Background: an optimization exercise with open tools, aiming at a short achievable clock period, few clock cycles and low power. Do not read the settings as production practice.
Only simulation tests tie the RTL to the original design; equivalence was not proved.
Power figures rest on the tool's default switching activity, not on a simulated workload.

## mac_vector_engine
module mac_vector_engine (
  input logic clk,
  input logic reset_n,
  input logic start,
  input logic clear,
  input logic [9:0] vec_len,
  input logic signed [47:0] bias,
  input logic in_valid,
  input logic [35:0] in_a,
  input logic [35:0] in_b,
  input logic out_ready,
  output logic busy,
  output logic in_ready,
  output logic out_valid,
  output logic signed [17:0] out_data,
  output logic signed [47:0] out_acc,
  output logic acc_overflow
);
Size: roughly 530 flip-flops, ~210 I/O pins, about 0.033 sq mm of cells after synthesis.
clock: 7.0 ns
lec_check: 0
abc_clock_period_in_ps: 2900
cap_margin: 20
core_margin: 2
core_utilization: 60
cts_buf_list: sky130_fd_sc_hd__clkbuf_16
cts_cluster_diameter: 70
cts_cluster_size: 40
setup_slack_margin: 4.1
slew_margin: 20
run.sh (not shown) runs the stock make flow with config.mk's settings and CLKGATE_MAP_FILE= SYNTH_SCRIPT=/design/flow/synth_recipe.tcl, a recipe that flattens the netlist after the stock synthesis.
Testbench counts at the start, summed over its fixed seeds: cycles 12,350.
Change:
SETUP_SLACK_MARGIN = 4.2   (was 4.1)
What happened:
- hold slack stays flat
- worst setup slack improves by 0.15 ns
- routed wire length is about the same
- register-to-register slack is better by 0.16 ns

---

Another version of the RTL of mac_vector_engine (not shown whole).
Size: ~3200 cells after synthesis, roughly 470 flip-flops, roughly 210 I/O pins, about 32000 um2 of cells after synthesis.
Settings: LEC_CHECK=0, ABC_CLOCK_PERIOD_IN_PS=2900, CAP_MARGIN=20, CORE_MARGIN=2, CORE_UTILIZATION=60, CTS_BUF_LIST=sky130_fd_sc_hd__clkbuf_16, CTS_CLUSTER_DIAMETER=120, CTS_CLUSTER_SIZE=25, SETUP_SLACK_MARGIN=4.3, SLEW_MARGIN=20; clock period 7.0 ns.
Testbench counts at the start, summed over its fixed seeds: cycles 12,338.
Then changed:
CORE_UTILIZATION = 55   (was 60)
PLACE_DENSITY = 0.7   (was default)
SETUP_SLACK_MARGIN = 4.2   (was 4.3)
Effect:
- The new run completed with no timing, DRC or antenna violations
- setup slack improved by 0.16 ns
- maximum frequency is higher by 5.5%
- count of clock-buffer cells in the layout is unchanged
- cell area is lower by 9.9%
- power is lower by 4.4%
Then changed:
CORE_UTILIZATION = 65   (was 55)
PLACE_DENSITY = default   (was 0.7)
The new run went through all stages and came out clean.
Routed wire length is higher by 6.3%.
Final area is higher by 0.93%.
Via count is higher by 4.4%.
Clock power is lower by about 5%.
Then changed:
CORE_UTILIZATION = 60   (was 65)
Effect: Routed wire length goes down by 2.8%. Power goes up by 0.95%. Global-route usage goes down by 2.9 points. Die area goes up by 8.2%. Via count goes down by 3.6%. Clock skew stays flat. Non-clock buffer count goes down by 61. Critical path depth goes down by 3. Worst setup slack improves by 0.12 ns.

---

== build 1 ==
Another version of the RTL of mac_vector_engine (not shown whole).
Size: roughly 2,700 cells after synthesis.
Design mac_vector_engine, start of the top module:
module mac_vector_engine (
  input logic clk,
  input logic reset_n,
  input logic start,
  input logic clear,
  input logic [9:0] vec_len,
  input logic signed [47:0] bias,
  input logic in_valid,
  input logic [35:0] in_a,
  input logic [35:0] in_b,
  input logic out_ready,
  output logic busy,
  output logic in_ready,
  output logic out_valid,
  output logic signed [17:0] out_data,
  output logic signed [47:0] out_acc,
  output logic acc_overflow
);
  localparam int NST = 2;    
  localparam int HOLD = 3;  
  logic busy_q, ir_q, pv_q, inf_q, ov_q;
  logic [9:0] plen_q, rem_q;
  logic [$clog2(HOLD+1)-1:0] hc_q;
  logic [47:0] bias_q;
  logic res_done;
  wire cur = rem_q != '0;
  wire pl0 = plen_q == 10'd0, pl1 = plen_q == 10'd1, pl2 = plen_q == 10'd2;
  wire r1 = rem_q == 10'd1, r2 = rem_q == 10'd2;
  wire pseudo = !cur && pv_q && pl0 && !inf_q;   
  wire [9:0] rem_m1 = (cur ? rem_q : plen_q) - 10'd1;
  wire blast_t = cur ? r1 : pl1;                 
  wire hc_hi = hc_q > 1;
  wire take = in_valid && ir_q;
  wire pop = ov_q && out_ready;
  wire accept = start && !busy_q;               
  wire vl0 = vec_len == 10'd0, vl1 = vec_len == 10'd1;
  wire infn = inf_q && !pop;
  wire consume = (take && !cur) || pseudo;      
  wire bfirst = consume;
  wire blast = pseudo || (take && blast_t);
  ...
Settings: LEC_CHECK=0, ABC_CLOCK_PERIOD_IN_PS=2600, CAP_MARGIN=20, CORE_MARGIN=2, CORE_UTILIZATION=60, CTS_BUF_LIST=sky130_fd_sc_hd__clkbuf_16, CTS_CLUSTER_DIAMETER=80, CTS_CLUSTER_SIZE=40, SETUP_SLACK_MARGIN=4.4, SLEW_MARGIN=20; clock period 7.0 ns.
Build 1 reached the end of the flow, and the finished layout is clean on the timing, DRC and antenna checks.
Testbench counts of build 1, summed over its fixed seeds: cycles 12,350.
Setup changes, build 1 to trial 42
Settings: changing CTS_BUF_LIST from sky130_fd_sc_hd__clkbuf_16 to sky130_fd_sc_hd__clkbuf_8 sky130_fd_sc_hd__clkbuf_16; changing ABC_CLOCK_PERIOD_IN_PS from 2600 to 2900; changing CTS_CLUSTER_SIZE from 40 to 25; changing SETUP_SLACK_MARGIN from 4.4 to 4.1; changing CTS_CLUSTER_DIAMETER from 80 to 50.
Notes after the runs:
Every stage of the flow completed for trial 42, and the final layout passed the timing, DRC and antenna checks.
Vias: trial 42 fewer than build 1
In trial 42 relative to build 1, met2 wire length had gone down by more than 10%.
Against build 1, trial 42 comes in 5.5 ps lower on hold slack.
When the final numbers for build 1 and trial 42 were put side by side, the clock tree buffer count of the final layout turned out to be smaller in build 1.
Trial 42 against build 1: routed wire length per instance lost 13%; worst setup slack went up 20 ps; power shrank by 1100 µW.
Diff build 1 -> trial 42: non-filler instance count after layout now sits lower; count of cells resized by post-cts repair dropped about 70%; area overhead of the layout relative to synthesis -11 points.
Trial 42 ends up with higher sequential share of layout area than build 1 does.

---

RTL: one of the versions met above, not the one the previous note started from.
For scale: ~3200 cells after synthesis, roughly 470 flip-flops, roughly 210 I/O pins.
clock: 7.0 ns
lec_check: 0
abc_clock_period_in_ps: 2900
cap_margin: 20
core_margin: 2
core_utilization: 55
cts_buf_list: sky130_fd_sc_hd__clkbuf_16
cts_cluster_diameter: 120
cts_cluster_size: 25
gpl_routability_driven: 0
setup_slack_margin: 4.2
slew_margin: 20
The baseline passed the timing, DRC and antenna checks.
Testbench counts at the start, summed over its fixed seeds: cycles 12,338.
Change:
ABC_AREA = 1   (was not set)
GPL_ROUTABILITY_DRIVEN = not set   (was 0)
Non-clock buffer count came out higher by 100.
Die area falls by 0.87%.
Critical path depth climbs by 6.
Worst setup slack gets worse by 0.016 ns.
First-iteration DRC count came out higher by 7.0%.

---

== run A ==
mac_vector_engine, a different RTL version from the one above (not shown whole).
Size in the first run: about 520 flip-flops, about 0.032 sq mm of cells after synthesis.
==> flow/config.mk <==
export PLATFORM = sky130hd
export DESIGN_NAME = mac_vector_engine
export DESIGN_NICKNAME = mac_vector_engine
export VERILOG_FILES = /design/flow/design.v
export SDC_FILE = /design/flow/constraint.sdc
export NUM_CORES = 4
export LEC_CHECK = 0
export ABC_CLOCK_PERIOD_IN_PS = 2900
export CAP_MARGIN = 20
export CORE_MARGIN = 2
export CORE_UTILIZATION = 60
export CTS_BUF_LIST = sky130_fd_sc_hd__clkbuf_16
export CTS_CLUSTER_DIAMETER = 80
export CTS_CLUSTER_SIZE = 40
export SETUP_SLACK_MARGIN = 4.1
export SLEW_MARGIN = 20
==> flow/constraint.sdc <==
create_clock -name core_clock -period 7.0 [get_ports {clk}]
set_input_delay 1.4000 -clock core_clock [delete_from_list [all_inputs] [get_ports {clk}]]
set_output_delay 1.4000 -clock core_clock [all_outputs]
set_load 0.01 [all_outputs]
Run A went all the way through synthesis, placement and routing and the layout is clean on timing, DRC and antenna.
Testbench counts of run A, summed over its fixed seeds: cycles 12,350.
#### Input delta (run B over run A)
- ABC_CLOCK_PERIOD_IN_PS: 2900 -> 3500
## What came out
- Run A -> run B: core utilization delta 0, exact match
- Re actual slew at the worst max-slew pin: no difference whatsoever between run A and run B.
- Any difference in fraction of synthesized cell area in xor and xnor cells between run B and run A is small enough to ignore.

-- separate check: timing with driven ports --
No port has a modelled driver above. Below, the same layouts with a new extraction and two added sets of constraints.
Step 1 (the two cells are an assumption about what drives the block):
set clk [get_ports {clk}]
set_driving_cell -lib_cell sky130_fd_sc_hd__clkbuf_16 $clk
set_driving_cell -lib_cell sky130_fd_sc_hd__buf_2 [delete_from_list [all_inputs] $clk]
Step 2 times the ports against the registers' clock, not the clock port: input delays grow and output delays shrink by t, the midpoint of the rising clock arrivals with the driver on.
Slacks: ideal ports / drivers / drivers and shift; pairs: ideal ports / drivers.
run | t (ns) | setup slack, ns | hold slack, ns | worst setup path at the end | worst data-port slew with drivers (ns)
the first run of note 1 | 0.705 | 4.099 / 4.099 / 3.687 | 0.335 / 0.335 / 0.335 | input to register | 0.06
the second run of note 1 | 0.697 | 4.246 / 4.188 / 3.856 | 0.335 / 0.335 / 0.335 | input to register | 0.05
the first run of note 2 | 0.639 | 3.955 / 3.955 / 3.780 | 0.319 / 0.319 / 0.319 | input to register | 0.05
the second run of note 2 | 0.655 | 4.113 / 4.092 / 3.627 | 0.324 / 0.324 / 0.324 | input to register | 0.07
the third run of note 2 | 0.641 | 4.028 / 4.028 / 3.482 | 0.331 / 0.331 / 0.331 | input to register | 0.07
the fourth run of note 2 | 0.657 | 4.146 / 4.100 / 3.589 | 0.329 / 0.329 / 0.329 | input to register | 0.07
build 1 | 0.679 | 4.019 / 4.019 / 3.845 | 0.330 / 0.330 / 0.330 | input to register | 0.09
trial 42 | 0.664 | 4.039 / 4.039 / 3.729 | 0.324 / 0.324 / 0.324 | input to register | 0.07
the first run of note 4 | 0.650 | 4.165 / 4.103 / 3.580 | 0.334 / 0.334 / 0.334 | input to register | 0.07
the second run of note 4 | 0.657 | 4.150 / 4.111 / 3.611 | 0.318 / 0.318 / 0.318 | input to register | 0.07
run A | 0.702 | 3.998 / 3.998 / 3.510 | 0.333 / 0.333 / 0.333 | input to register | 0.10
run B | 0.702 | 3.998 / 3.998 / 3.510 | 0.333 / 0.333 / 0.333 | input to register | 0.10
After both steps setup and hold are still met in every run listed. The setup slack of the first run of note 4, which loses most, moves by -0.062 ns with the drivers and by -0.585 ns with both steps.
